Context: an optimization exercise on an open-source flow, tuned for small area and a short achievable clock period. The choices shown serve that exercise and are no tape-out recipe.
Function was checked by simulation only, so behaviour that the tests miss may differ from the original.
The clock port is modelled as an ideal driver, which makes a skipped or thinned clock tree look cheaper than it is; a real chip needs a root buffer or a tree.
No activity file was given, so power comes from the tool's default toggle rates.

Setup of build 84:
## mmio_top
module mmio_top #(
    parameter logic [31:0] MMIO_BASE   = 32'h7000_0000,
    parameter int          CAM_CREDITS = 2,
    parameter int          CMD_DEPTH   = 4
) (
    input  logic        fclk,
    input  logic        rst_n,
    input  logic [31:0] araddr,
    input  logic        arvalid,
    output logic        arready,
    output logic [31:0] rdata,
    output logic [1:0]  rresp,
    output logic        rvalid,
    input  logic        rready,
    input  logic [31:0] awaddr,
    input  logic        awvalid,
    output logic        awready,
    input  logic [31:0] wdata,
    input  logic [3:0]  wstrb,
    input  logic        wvalid,
    output logic        wready,
    output logic [1:0]  bresp,
    output logic        bvalid,
    input  logic        bready,
    output logic [31:0] frame_bytes0,
    output logic [31:0] frame_bytes1,
    output logic [31:0] frame_bytes2,
    output logic [31:0] tribuf_addr0,
    output logic [31:0] tribuf_addr1,
    output logic [31:0] tribuf_addr2,
    output logic [31:0] mmio_cmd,
  ...
Size in the first run: about 1,500 cells after synthesis, about 640 flip-flops, about 480 I/O pins.
Settings: LEC_CHECK=0, CAP_MARGIN=20, CORE_MARGIN=2, CORE_UTILIZATION=65, SETUP_SLACK_MARGIN=1.7, SLEW_MARGIN=20; clock period 3.5 ns.
standard.sh (not shown) runs the stock make flow with config.mk's settings and CLKGATE_MAP_FILE= SYNTH_SCRIPT=/design/flow/synth_recipe.tcl, a recipe that flattens the netlist after the stock synthesis.
==> flow/flow/run.sh <==
#!/bin/bash
# Own flow: the standard layout (standard.sh), with a few ORFS variables changed after
# synthesis (see env.sh). Synthesis runs first with no change, exactly as the standard flow.
# Each tool's output goes to a log file in this folder.
set -euo pipefail
bash standard.sh synth > synth.log 2>&1
source flow/env.sh
bash standard.sh > layout.log 2>&1
==> flow/flow/cts_tree.tcl <==
# Clock tree built here instead of TritonCTS: the clock port drives NROOT root buffers, each
# root drives the leaf buffers of its region, each leaf buffer drives one compact cluster of
# flip-flops (recursive bisection of the flip-flop positions). Every flip-flop sits behind
# exactly two buffers (a root and a leaf), so the tree is balanced; it just has fewer levels.
set root_buf sky130_fd_sc_hd__clkbuf_16
set leaf_buf sky130_fd_sc_hd__clkbuf_16
if {[info exists ::env(MCTS_ROOT_BUF)]} { set root_buf $::env(MCTS_ROOT_BUF) }
if {[info exists ::env(MCTS_LEAF_BUF)]} { set leaf_buf $::env(MCTS_LEAF_BUF) }
set nroot_levels 2   ;# 2**2 = 4 roots
set nleaf_levels 5   ;# 2**5 = 32 leaves
if {[info exists ::env(MCTS_ROOT_LEVELS)]} { set nroot_levels $::env(MCTS_ROOT_LEVELS) }
if {[info exists ::env(MCTS_LEAF_LEVELS)]} { set nleaf_levels $::env(MCTS_LEAF_LEVELS) }

set block [ord::get_db_block]
set clknet [$block findNet fclk]
set sinks {}
foreach it [$clknet getITerms] {
  set inst [$it getInst]
  set bb [$inst getBBox]
  set x [expr {([$bb xMin] + [$bb xMax]) / 2}]
  set y [expr {([$bb yMin] + [$bb yMax]) / 2}]
  lappend sinks [list $x $y "[$inst getName]/[[$it getMTerm] getName]"]
}
puts "mcts: [llength $sinks] sinks"

# Recursive bisection along the longer side, into 2**levels groups of equal size
proc bisect {pts levels} {
  if {$levels == 0 || [llength $pts] < 2} { return [list $pts] }
  set xs [lmap p $pts {lindex $p 0}]; set ys [lmap p $pts {lindex $p 1}]
  set dx [expr {[tcl::mathfunc::max {*}$xs] - [tcl::mathfunc::min {*}$xs]}]
  set dy [expr {[tcl::mathfunc::max {*}$ys] - [tcl::mathfunc::min {*}$ys]}]
  set k [expr {$dx >= $dy ? 0 : 1}]
  set s [lsort -integer -index $k $pts]
  set h [expr {[llength $s] / 2}]
  return [concat [bisect [lrange $s 0 [expr {$h - 1}]] [expr {$levels - 1}]] \
                 [bisect [lrange $s $h end] [expr {$levels - 1}]]]
}
proc centroid {pts} {
  set sx 0; set sy 0
  foreach p $pts { set sx [expr {$sx + [lindex $p 0]}]; set sy [expr {$sy + [lindex $p 1]}] }
  set n [llength $pts]
  return [list [expr {$sx / $n}] [expr {$sy / $n}]]
}

set dbu [$block getDbUnitsPerMicron]
set regions [bisect $sinks $nroot_levels]
set li 0
set ri 0
foreach region $regions {
  set leaves [bisect $region [expr {$nleaf_levels - $nroot_levels}]]
  set leaf_pins {}
  set leaf_pts {}
  foreach leaf $leaves {
    set c [centroid $leaf]
    set loc [list [expr {double([lindex $c 0]) / $dbu}] [expr {double([lindex $c 1]) / $dbu}]]
    set pins [lmap p $leaf {get_pins [lindex $p 2]}]
    insert_buffer -buffer_cell $leaf_buf -net fclk -load_pins $pins -location $loc \
      -buffer_name mcts_leaf_$li -net_name mcts_leafnet_$li
    # insert_buffer adds a suffix to the name: find the buffer from the first sink
    set first [lindex $leaf 0 2]
    set drv ""
    foreach it [[[$block findITerm $first] getNet] getITerms] {
      if {[$it isOutputSignal]} { set drv [$it getInst] }
    }
    lappend leaf_pins [get_pins "[$drv getName]/A"]
    lappend leaf_pts [list [lindex $c 0] [lindex $c 1] x]
    incr li
  }
  set c [centroid $leaf_pts]
  set loc [list [expr {double([lindex $c 0]) / $dbu}] [expr {double([lindex $c 1]) / $dbu}]]
  insert_buffer -buffer_cell $root_buf -net fclk -load_pins $leaf_pins -location $loc \
    -buffer_name mcts_root_$ri -net_name mcts_rootnet_$ri
  incr ri
}
foreach net [$block getNets] {
  if {[string match mcts_* [$net getName]] || [$net getName] eq "fclk"} { $net setSigType CLOCK }
}
puts "mcts: $ri roots, $li leaves"
set_propagated_clock [all_clocks]

# The tree is built; TritonCTS is not run
proc clock_tree_synthesis {args} { puts "mcts: clock_tree_synthesis skipped" }
==> flow/flow/env.sh <==
# Port buffers are plain buffers, not the delay cells buffer_ports would pick
export BUFFER_PORTS_ARGS="-buffer_cell sky130_fd_sc_hd__buf_1"
# Keep delay cells out of repair so port buffers are sized among real buffers
export DONT_USE_CELLS="sky130_fd_sc_hd__clkdlybuf4s15_1 sky130_fd_sc_hd__clkdlybuf4s15_2 sky130_fd_sc_hd__clkdlybuf4s18_1 sky130_fd_sc_hd__clkdlybuf4s18_2 sky130_fd_sc_hd__clkdlybuf4s25_1 sky130_fd_sc_hd__clkdlybuf4s25_2 sky130_fd_sc_hd__clkdlybuf4s50_1 sky130_fd_sc_hd__clkdlybuf4s50_2 sky130_fd_sc_hd__dlygate4sd1_1 sky130_fd_sc_hd__dlygate4sd2_1 sky130_fd_sc_hd__dlygate4sd3_1 sky130_fd_sc_hd__dlymetal6s2s_1 sky130_fd_sc_hd__dlymetal6s4s_1 sky130_fd_sc_hd__dlymetal6s6s_1"
# Two-level balanced clock tree (flow/cts_tree.tcl) in place of TritonCTS
export PRE_CTS_TCL="$(pwd)/flow/cts_tree.tcl"
Build 84 ended with every stage complete and zero timing, DRC or antenna violations.
Input-level comparison between build 4 and build 84:
-- flow/flow/cts_tree.tcl --
<<< build 84, line 8
if {[info exists ::env(MCTS_LEAF_BUF)]} { set leaf_buf $::env(MCTS_LEAF_BUF) }
set nroot_levels 2   ;# 2**2 = 4 roots
set nleaf_levels 5   ;# 2**5 = 32 leaves
if {[info exists ::env(MCTS_ROOT_LEVELS)]} { set nroot_levels $::env(MCTS_ROOT_LEVELS) }
if {[info exists ::env(MCTS_LEAF_LEVELS)]} { set nleaf_levels $::env(MCTS_LEAF_LEVELS) }

>>> build 4, line 8
if {[info exists ::env(MCTS_LEAF_BUF)]} { set leaf_buf $::env(MCTS_LEAF_BUF) }
set nroot 4          ;# root buffers, each on its own region
set nleaf 32         ;# leaf buffers in all
if {[info exists ::env(MCTS_NROOT)]} { set nroot $::env(MCTS_NROOT) }
if {[info exists ::env(MCTS_NLEAF)]} { set nleaf $::env(MCTS_NLEAF) }

<<< build 84, line 25

# Recursive bisection along the longer side, into 2**levels groups of equal size
proc bisect {pts levels} {
  if {$levels == 0 || [llength $pts] < 2} { return [list $pts] }
  set xs [lmap p $pts {lindex $p 0}]; set ys [lmap p $pts {lindex $p 1}]
>>> build 4, line 25

# Recursive bisection along the longer side into n groups of nearly equal size
proc bisect {pts n} {
  if {$n <= 1 || [llength $pts] < 2} { return [list $pts] }
  set xs [lmap p $pts {lindex $p 0}]; set ys [lmap p $pts {lindex $p 1}]
<<< build 84, line 33
  set s [lsort -integer -index $k $pts]
  set h [expr {[llength $s] / 2}]
  return [concat [bisect [lrange $s 0 [expr {$h - 1}]] [expr {$levels - 1}]] \
                 [bisect [lrange $s $h end] [expr {$levels - 1}]]]
}
>>> build 4, line 33
  set s [lsort -integer -index $k $pts]
  set n1 [expr {$n / 2}]
  set h [expr {([llength $s] * $n1 + $n / 2) / $n}]
  return [concat [bisect [lrange $s 0 [expr {$h - 1}]] $n1] \
                 [bisect [lrange $s $h end] [expr {$n - $n1}]]]
}
<<< build 84, line 45
set dbu [$block getDbUnitsPerMicron]
set regions [bisect $sinks $nroot_levels]
set li 0
>>> build 4, line 46
set dbu [$block getDbUnitsPerMicron]
set regions [bisect $sinks $nroot]
set li 0
<<< build 84, line 49
foreach region $regions {
  set leaves [bisect $region [expr {$nleaf_levels - $nroot_levels}]]
  set leaf_pins {}
>>> build 4, line 50
foreach region $regions {
  set leaves [bisect $region [expr {$nleaf / $nroot}]]
  set leaf_pins {}
-- flow/flow/env.sh --
<<< build 84, line 6
export PRE_CTS_TCL="$(pwd)/flow/cts_tree.tcl"
>>> build 4, line 6
export PRE_CTS_TCL="$(pwd)/flow/cts_tree.tcl"
# 24 leaf buffers (about 26 flip-flops each) under 4 clkbuf_8 roots
export MCTS_NLEAF=24
export MCTS_ROOT_BUF=sky130_fd_sc_hd__clkbuf_8
==> run notes <==
Build 4 — length of routed met3 wiring about 10% lower, build 84 as reference
Total met2 wirelength after detailed routing: build 4 vs build 84 down 680 um
From build 84 to build 4 the numbers moved as follows: count of antenna diodes in the layout now smaller, sequential share of layout area now larger, count of instances resized after the clock tree is built now smaller.
Summary of build 4 over build 84: worst-case hold slack shrank by 21 ps; post-route met1 wirelength picked up an extra about 0.7%; total power shrank by 4.5%; data required time of the critical path lower.
Min register-to-register slack across build 84 and build 4: build 84
## Diff of input files: build 96 against build 4
- SETUP_SLACK_MARGIN: 1.7 -> 1.8
-- flow/flow/cts_tree.tcl --
<<< build 4, line 8
if {[info exists ::env(MCTS_LEAF_BUF)]} { set leaf_buf $::env(MCTS_LEAF_BUF) }
set nroot 4          ;# root buffers, each on its own region
set nleaf 32         ;# leaf buffers in all
if {[info exists ::env(MCTS_NROOT)]} { set nroot $::env(MCTS_NROOT) }
if {[info exists ::env(MCTS_NLEAF)]} { set nleaf $::env(MCTS_NLEAF) }

>>> build 96, line 8
if {[info exists ::env(MCTS_LEAF_BUF)]} { set leaf_buf $::env(MCTS_LEAF_BUF) }
set nroot_levels 2   ;# 2**2 = 4 roots
set nleaf_levels 5   ;# 2**5 = 32 leaves
if {[info exists ::env(MCTS_ROOT_LEVELS)]} { set nroot_levels $::env(MCTS_ROOT_LEVELS) }
if {[info exists ::env(MCTS_LEAF_LEVELS)]} { set nleaf_levels $::env(MCTS_LEAF_LEVELS) }

<<< build 4, line 25

# Recursive bisection along the longer side into n groups of nearly equal size
proc bisect {pts n} {
  if {$n <= 1 || [llength $pts] < 2} { return [list $pts] }
  set xs [lmap p $pts {lindex $p 0}]; set ys [lmap p $pts {lindex $p 1}]
>>> build 96, line 25

# Recursive bisection along the longer side, into 2**levels groups of equal size
proc bisect {pts levels} {
  if {$levels == 0 || [llength $pts] < 2} { return [list $pts] }
  set xs [lmap p $pts {lindex $p 0}]; set ys [lmap p $pts {lindex $p 1}]
<<< build 4, line 33
  set s [lsort -integer -index $k $pts]
  set n1 [expr {$n / 2}]
  set h [expr {([llength $s] * $n1 + $n / 2) / $n}]
  return [concat [bisect [lrange $s 0 [expr {$h - 1}]] $n1] \
                 [bisect [lrange $s $h end] [expr {$n - $n1}]]]
}
>>> build 96, line 33
  set s [lsort -integer -index $k $pts]
  set h [expr {[llength $s] / 2}]
  return [concat [bisect [lrange $s 0 [expr {$h - 1}]] [expr {$levels - 1}]] \
                 [bisect [lrange $s $h end] [expr {$levels - 1}]]]
}
<<< build 4, line 46
set dbu [$block getDbUnitsPerMicron]
set regions [bisect $sinks $nroot]
set li 0
>>> build 96, line 45
set dbu [$block getDbUnitsPerMicron]
set regions [bisect $sinks $nroot_levels]
set li 0
<<< build 4, line 50
foreach region $regions {
  set leaves [bisect $region [expr {$nleaf / $nroot}]]
  set leaf_pins {}
>>> build 96, line 49
foreach region $regions {
  set leaves [bisect $region [expr {$nleaf_levels - $nroot_levels}]]
  set leaf_pins {}
-- flow/flow/env.sh --
<<< build 4, line 6
export PRE_CTS_TCL="$(pwd)/flow/cts_tree.tcl"
# 24 leaf buffers (about 26 flip-flops each) under 4 clkbuf_8 roots
export MCTS_NLEAF=24
export MCTS_ROOT_BUF=sky130_fd_sc_hd__clkbuf_8
>>> build 96, line 6
export PRE_CTS_TCL="$(pwd)/flow/cts_tree.tcl"
==> run notes <==
Sequential power: build 4 vs build 96, no meaningful difference
Build 96 reports its cell with the largest stage delay on the worst path as a222oi_1 while build 4 reports edfxtp_1.
Between build 96 and build 4, final area is higher for build 96, build 4 comes in under that.
Against build 4, build 96 comes in 42 ps lower on setup slack after layout.
Compared with build 4, in build 96 global-route usage up 0.62 points, total power grew by about 6%.
No run of this note takes its clock network from TritonCTS; it comes from the design's own scripts or RTL.

[separate check: timing with driven ports]
Ports are ideal in the flow. The routed layouts listed here were re-timed in OpenROAD. Step 1, drivers: a clkbuf_16 drives fclk and a buf_2 each remaining input, both assumed. Step 2 times the ports against the registers' clock, not the clock port: input delays grow and output delays shrink by t, the midpoint of the rising clock arrivals with the driver on. Three values: no drivers, after step 1, after step 2; two values: the first two.
run	t (ns)	setup slack, ns	worst setup path after step 2
build 84	0.498	1.634 / 1.555 / 1.157	input to register
build 4	0.528	1.650 / 1.534 / 1.191	input to register
build 96	0.504	1.608 / 1.561 / 1.141	input to register
After both steps every run listed still meets setup and hold. For build 84, which loses most, drivers alone change the setup slack by -0.079 ns; drivers and shift together by -0.477 ns.
